What follows belongs to an exercise in optimizing a design on an open flow for small area and a short achievable clock period; a production flow would make more cautious choices.
Only simulation tests tie the RTL to the original design; equivalence was not proved.
Power figures rest on the tool's default switching activity, not on a simulated workload.

== try-fjord ==
## nn_param_loader
module nn_param_loader #(
  parameter int DW    = nn_pkg::DW_DEF,
  parameter int DEPTH = nn_pkg::DEPTH_DEF,
  parameter int CW    = $clog2(DEPTH) + 1
) (
  input  logic          clk,
  input  logic          rst_n,
  input  logic [DW-1:0] s_data,
  input  logic          s_is_bias,
  input  logic          s_valid,
  output logic          s_ready,
  input  logic          run_req,
  input  logic          flush,
  input  logic [5:0]    nl_first,
  input  logic          weight_en,
  input  logic          bias_en,
  input  logic          tot_complete,
  output logic [DW-1:0] wt_in,
  output logic [DW-1:0] bias_in,
  output logic          start,
  output logic          busy,
  output logic [CW-1:0] wt_count,
  output logic [CW-1:0] bias_count,
  output logic          underflow
);
  logic      wt_full, wt_empty, wt_full_q;
  logic      bias_full, bias_empty, bias_full_q;
  logic      wt_push, bias_push;
  logic      fill_done;
  logic      pop_empty;
  nn_pkg::ld_state_t state_reg, state_next;
  logic      start_reg, start_next;
  logic      underflow_reg;
  assign s_ready   = s_is_bias ? !bias_full_q : !wt_full_q;
  assign wt_push   = s_valid && !s_is_bias && !wt_full;
  assign bias_push = s_valid &&  s_is_bias && !bias_full;
  nn_sync_fifo #(.DW(DW), .DEPTH(DEPTH), .CW(CW)) u_wt_fifo (
    .clk     (clk),
    .rst_n   (rst_n),
    .flush   (flush),
    .wr_en   (wt_push),
    .wr_data (s_data),
    .rd_en   (weight_en),
    .rd_data (wt_in),
    .count   (wt_count),
    .full    (wt_full),
    .full_q  (wt_full_q),
    .empty   (wt_empty)
  );
  nn_sync_fifo #(.DW(DW), .DEPTH(DEPTH), .CW(CW)) u_bias_fifo (
    .clk     (clk),
    .rst_n   (rst_n),
    .flush   (flush),
    .wr_en   (bias_push),
    .wr_data (s_data),
    .rd_en   (bias_en),
  ...
For scale: roughly 4,100 cells after synthesis, about 2,100 flip-flops, roughly 81 I/O pins, roughly 0.076 mm2 of cells after synthesis.
Settings: LEC_CHECK=0, CAP_MARGIN=20, CORE_MARGIN=2, CORE_UTILIZATION=40, CTS_CLUSTER_DIAMETER=100, CTS_CLUSTER_SIZE=24, SETUP_SLACK_MARGIN=3.3, SLEW_MARGIN=20; clock period 6.0 ns.
standard.sh (not shown) runs the stock make flow with config.mk's settings and CLKGATE_MAP_FILE= SYNTH_SCRIPT=/design/flow/synth_recipe.tcl, a recipe that flattens the netlist after the stock synthesis.
==> flow/flow/run.sh <==
#!/bin/bash
# Standard layout, with one addition: the IO placer keeps the pins of the
# input-to-output path s_is_bias -> s_ready next to each other.
set -euo pipefail
W=$(pwd)
bash standard.sh PRE_IO_PLACEMENT_TCL="$W/flow/pre_io.tcl" finish > "$W/orfs_make.log" 2>&1
==> flow/flow/pre_io.tcl <==
# Place s_is_bias and s_ready side by side: the only path from an input
# straight to an output runs between them.
set_io_pin_constraint -pin_names {s_is_bias s_ready} -group -order
### try-fjord -> try-onyx
Settings: SETUP_SLACK_MARGIN now 3.25, was 3.3; CORE_UTILIZATION now 55, was 40.
==> run notes <==
Diff try-fjord -> try-onyx: post-route minimum period shrank by 23 ps, overall power consumption held steady, worst hold slack shrank by 13 ps, total number of vias held steady. Final antenna-violating net count: try-onyx vs try-fjord identical. Die extent in x (lower): try-onyx.

---

v46:
nn_param_loader, a different RTL version from the one above (not shown whole).
Size in the first run: roughly 4100 cells after synthesis, about 2100 flip-flops, roughly 76000 µm² of cells after synthesis.
clock: 6.0 ns
lec_check: 0
cap_margin: 20
core_margin: 2
core_utilization: 40
cts_cluster_diameter: 100
cts_cluster_size: 24
setup_slack_margin: 3.4
slew_margin: 20
run.sh (not shown) runs the stock make flow with config.mk's settings and CLKGATE_MAP_FILE= SYNTH_SCRIPT=/design/flow/synth_recipe.tcl, a recipe that flattens the netlist after the stock synthesis.
Stock flow here: none of the scripts above is used.
Inputs modified between v46 and v43:
- changing CORE_UTILIZATION from 40 to 55
- changing SETUP_SLACK_MARGIN from 3.4 to 3.2
Results
- v43 finished all stages; the layout is clean.
- v43 ended with more setup slack than v46.
- Going from v46 to v43, total clock network power went down by about 0.5%, number of ordinary inverters in the final layout saw a decrease.
- met5 as the highest metal layer used by the detailed router was reported by v43, and met4 by v46.
Relative to v43, the following input files were edited for v8:
- CORE_UTILIZATION changed from 55 to 40
==> comparison <==
NOTE maximum frequency v43->v8 decreased by a few percent. Comparing v8 and v43, the higher worst hold slack is on v43. Cmp v8 and v43 / cell area / lower: v43. For the peak supply drop, v8 came in about 15% lower than v43 did. Part of the total power dissipated in combinational logic, v8 and v43: lower on v43. v43 ended up with met5 as its top layer reached by signal wires; v8 ended up with met4.

---

The RTL this note starts from:
==> flow/design.v <==
package nn_pkg;
  localparam int DW_DEF    = 16;
  localparam int DEPTH_DEF = 64;
  localparam int CW_DEF    = $clog2(DEPTH_DEF) + 1;
  localparam int Q_INT_BITS  = 8;
  localparam int Q_FRAC_BITS = 8;
  typedef enum logic [1:0] {
    IDLE = 2'd0,
    FILL = 2'd1,
    RUN  = 2'd3
  } ld_state_t;
  function automatic logic [6:0] fill_threshold(input logic [5:0] nl);
    fill_threshold = (nl == 6'd0) ? 7'd1 : {1'b0, nl};
  endfunction
endpackage
module nn_sync_fifo #(
  parameter int DW    = 16,
  parameter int DEPTH = 64,
  parameter int CW    = $clog2(DEPTH) + 1
) (
  input  logic          clk,
  input  logic          rst_n,
  input  logic          flush,
  input  logic          wr_en,
  input  logic [DW-1:0] wr_data,
  input  logic          rd_en,
  output logic [DW-1:0] rd_data,
  output logic [CW-1:0] count,
  output logic          full,
  output logic          full_q,
  output logic          empty
);
  localparam int AW = CW - 1;           
  localparam int LW = AW / 2;           
  localparam int HW = AW - LW;          
  localparam int NL = 1 << LW;
  localparam int NH = 1 << HW;
  logic [DW-1:0] body [DEPTH-1];
  logic [DW-1:0] head_reg;
  logic [DW-1:0] head_next;
  logic [DW-1:0] second;
  logic [CW-1:0] count_reg;
  logic [CW-1:0] count_next;
  logic [NL-1:0] sel_lo;                
  logic [NH:0]   sel_hi;                
  logic          do_wr;
  logic          do_rd;
  assign count = {full_q, count_reg[CW-2:0]};
  assign full  = count_reg[CW-1];
  assign do_wr = wr_en && !count_reg[CW-1] && !flush;
  assign do_rd = rd_en && !empty && !flush;
  assign rd_data = head_reg;
  always_ff @(posedge clk) begin
    if (wr_en && !count_reg[CW-1]) begin
      body[0] <= wr_data;
      for (int i = 1; i < DEPTH - 1; i++) begin
        body[i] <= body[i-1];
      end
    end
  end
  always_comb begin
    count_next = count_reg;
    if (flush) begin
      count_next = '0;
    end else if (do_wr && !do_rd) begin
      count_next = count_reg + 1'b1;
    end else if (do_rd && !do_wr) begin
      count_next = count_reg - 1'b1;
    end
  end
  localparam logic [NL-1:0] LO_RST = NL'(1) << (NL - 2);    
  localparam logic [NH:0]   HI_RST = (NH + 1)'(1);
  logic count_up, count_down;
  assign count_up   = do_wr && !do_rd;
  assign count_down = do_rd && !do_wr;
  always_ff @(posedge clk or negedge rst_n) begin
    if (!rst_n) begin
      sel_lo <= LO_RST;
      sel_hi <= HI_RST;
    end else if (flush) begin
      sel_lo <= LO_RST;
      sel_hi <= HI_RST;
    end else if (count_up) begin
      sel_lo <= {sel_lo[NL-2:0], sel_lo[NL-1]};
      if (sel_lo[NL-1]) sel_hi <= {sel_hi[NH-1:0], 1'b0};
    end else if (count_down) begin
      sel_lo <= {sel_lo[0], sel_lo[NL-1:1]};
      if (sel_lo[0]) sel_hi <= {1'b0, sel_hi[NH:1]};
    end
  end
  always_comb begin
    logic [DW-1:0] grp;
    second = '0;
    for (int j = 0; j < NH; j++) begin
      grp = '0;
      for (int k = 0; k < NL; k++) begin
        if (j * NL + k < DEPTH - 1) begin
          grp = grp | ({DW{sel_lo[k]}} & body[j * NL + k]);
        end
      end
      second = second | ({DW{sel_hi[j+1]}} & grp);
    end
  end
  logic one;
  assign empty = sel_hi[0] && sel_lo[NL-2];
  assign one   = sel_hi[0] && sel_lo[NL-1];
  always_comb begin
    if (do_rd) begin
      head_next = second | ((do_wr && one) ? wr_data : '0);
    end else if (do_wr && empty) begin
      head_next = wr_data;
    end else begin
      head_next = head_reg;
    end
  end
  always_ff @(posedge clk or negedge rst_n) begin
    if (!rst_n) begin
      head_reg  <= '0;
      count_reg <= '0;
      full_q    <= 1'b0;
    end else begin
      head_reg  <= flush ? '0 : head_next;
      count_reg <= count_next;
      if (flush || count_down) begin
        full_q <= 1'b0;
      end else if (count_up && (&count_reg[CW-2:0])) begin
        full_q <= 1'b1;
      end
    end
  end
endmodule
module nn_param_loader #(
  parameter int DW    = nn_pkg::DW_DEF,
  parameter int DEPTH = nn_pkg::DEPTH_DEF,
  parameter int CW    = $clog2(DEPTH) + 1
) (
  input  logic          clk,
  input  logic          rst_n,
  input  logic [DW-1:0] s_data,
  input  logic          s_is_bias,
  input  logic          s_valid,
  output logic          s_ready,
  input  logic          run_req,
  input  logic          flush,
  input  logic [5:0]    nl_first,
  input  logic          weight_en,
  input  logic          bias_en,
  input  logic          tot_complete,
  output logic [DW-1:0] wt_in,
  output logic [DW-1:0] bias_in,
  output logic          start,
  output logic          busy,
  output logic [CW-1:0] wt_count,
  output logic [CW-1:0] bias_count,
  output logic          underflow
);
  logic      wt_full, wt_empty, wt_full_q;
  logic      bias_full, bias_empty, bias_full_q;
  logic      wt_push, bias_push;
  logic      fill_done;
  logic      pop_empty;
  nn_pkg::ld_state_t state_reg, state_next;
  logic      start_reg, start_next;
  logic      underflow_reg;
  assign s_ready   = s_is_bias ? !bias_full_q : !wt_full_q;
  assign wt_push   = s_valid && !s_is_bias && !wt_full;
  assign bias_push = s_valid &&  s_is_bias && !bias_full;
  nn_sync_fifo #(.DW(DW), .DEPTH(DEPTH), .CW(CW)) u_wt_fifo (
    .clk     (clk),
    .rst_n   (rst_n),
    .flush   (flush),
    .wr_en   (wt_push),
    .wr_data (s_data),
    .rd_en   (weight_en),
    .rd_data (wt_in),
    .count   (wt_count),
    .full    (wt_full),
    .full_q  (wt_full_q),
    .empty   (wt_empty)
  );
  nn_sync_fifo #(.DW(DW), .DEPTH(DEPTH), .CW(CW)) u_bias_fifo (
    .clk     (clk),
    .rst_n   (rst_n),
    .flush   (flush),
    .wr_en   (bias_push),
    .wr_data (s_data),
    .rd_en   (bias_en),
    .rd_data (bias_in),
    .count   (bias_count),
    .full    (bias_full),
    .full_q  (bias_full_q),
    .empty   (bias_empty)
  );
  assign fill_done = (32'(wt_count)   >= 32'(nn_pkg::fill_threshold(nl_first))) &&
                     (32'(bias_count) >= 32'(nn_pkg::fill_threshold(nl_first)));
  assign pop_empty = (weight_en && wt_empty) || (bias_en && bias_empty);
  always_comb begin
    state_next = state_reg;
    start_next = 1'b0;
    if (flush) begin
      state_next = nn_pkg::IDLE;
    end else begin
      unique case (state_reg)
        nn_pkg::IDLE: if (run_req) state_next = nn_pkg::FILL;
        nn_pkg::FILL: begin
          if (fill_done) begin
            state_next = nn_pkg::RUN;
            start_next = 1'b1;
          end
        end
        nn_pkg::RUN:  if (tot_complete) state_next = nn_pkg::IDLE;
        default: state_next = nn_pkg::IDLE;
      endcase
    end
  end
  always_ff @(posedge clk or negedge rst_n) begin
    if (!rst_n) begin
      state_reg <= nn_pkg::IDLE;
      start_reg <= 1'b0;
    end else begin
      state_reg <= state_next;
      start_reg <= start_next;
    end
  end
  always_ff @(posedge clk or negedge rst_n) begin
    if (!rst_n) begin
      underflow_reg <= 1'b0;
    end else if (flush) begin
      underflow_reg <= 1'b0;
    end else if (pop_empty) begin
      underflow_reg <= 1'b1;
    end
  end
  assign start     = start_reg;
  assign busy      = state_reg[0];
  assign underflow = underflow_reg;
endmodule
clock: 6.0 ns
lec_check: 0
cap_margin: 20
core_margin: 2
core_utilization: 40
cts_cluster_diameter: 100
cts_cluster_size: 24
setup_slack_margin: 3.4
slew_margin: 20
standard.sh (not shown) runs the stock make flow with config.mk's settings and CLKGATE_MAP_FILE= SYNTH_SCRIPT=/design/flow/synth_recipe.tcl, a recipe that flattens the netlist after the stock synthesis.
Scripts as last shown in full above: flow/flow/run.sh, flow/flow/pre_io.tcl
Rerun with:
CORE_UTILIZATION = 55   (was 40)
SETUP_SLACK_MARGIN = 3.25   (was 3.4)
What happened: Final area went down by a few percent; global-route usage went up by 6.0 points; non-clock buffer count went down by 42; sequential cell count does not change; clock power went down by a few percent; via count went down slightly.

==> what the ideal ports hide <==
In the flow no input, the clock included, has a driving cell. The finished layouts below were timed again as built, in two steps. Step 1, drivers: a clkbuf_16 drives clk and a buf_2 each remaining input, both assumed. Step 2 adds t to the input delays and takes it off the output delays; t is the mean of the earliest and latest rising clock arrival at the registers after step 1. Input paths then give back, and output paths get back, about the clock's delay inside the block. Slacks: ideal / step 1 / step 2; pairs: ideal / step 1.
| run | t, ns | setup slack, ns | clock arrival spread, ns | worst data-port slew with drivers (ns) | pins driven straight from the clock port |
|---|---|---|---|---|---|
| try-fjord | 0.812 | 3.206 / 3.161 / 2.554 | 0.035 / 0.035 | 0.20 | 1 |
| try-onyx | 0.806 | 3.228 / 3.169 / 2.473 | 0.047 / 0.047 | 0.16 | 1 |
| v46 | 0.821 | 2.965 / 2.714 / 2.636 | 0.058 / 0.058 | 0.26 | 1 |
| v43 | 0.802 | 3.050 / 2.983 / 2.353 | 0.027 / 0.027 | 0.12 | 1 |
| v8 | 0.819 | 2.943 / 2.723 / 2.194 | 0.058 / 0.057 | 0.22 | 1 |
| the first run of note 3 | 0.829 | 3.181 / 3.159 / 2.341 | 0.042 / 0.042 | 0.20 | 1 |
| the second run of note 3 | 0.793 | 3.078 / 3.112 / 2.319 | 0.030 / 0.030 | 0.24 | 1 |
After both steps every run listed still meets setup and hold. The setup slack of the first run of note 3, which loses most, moves by -0.022 ns with the drivers and by -0.840 ns with both steps.
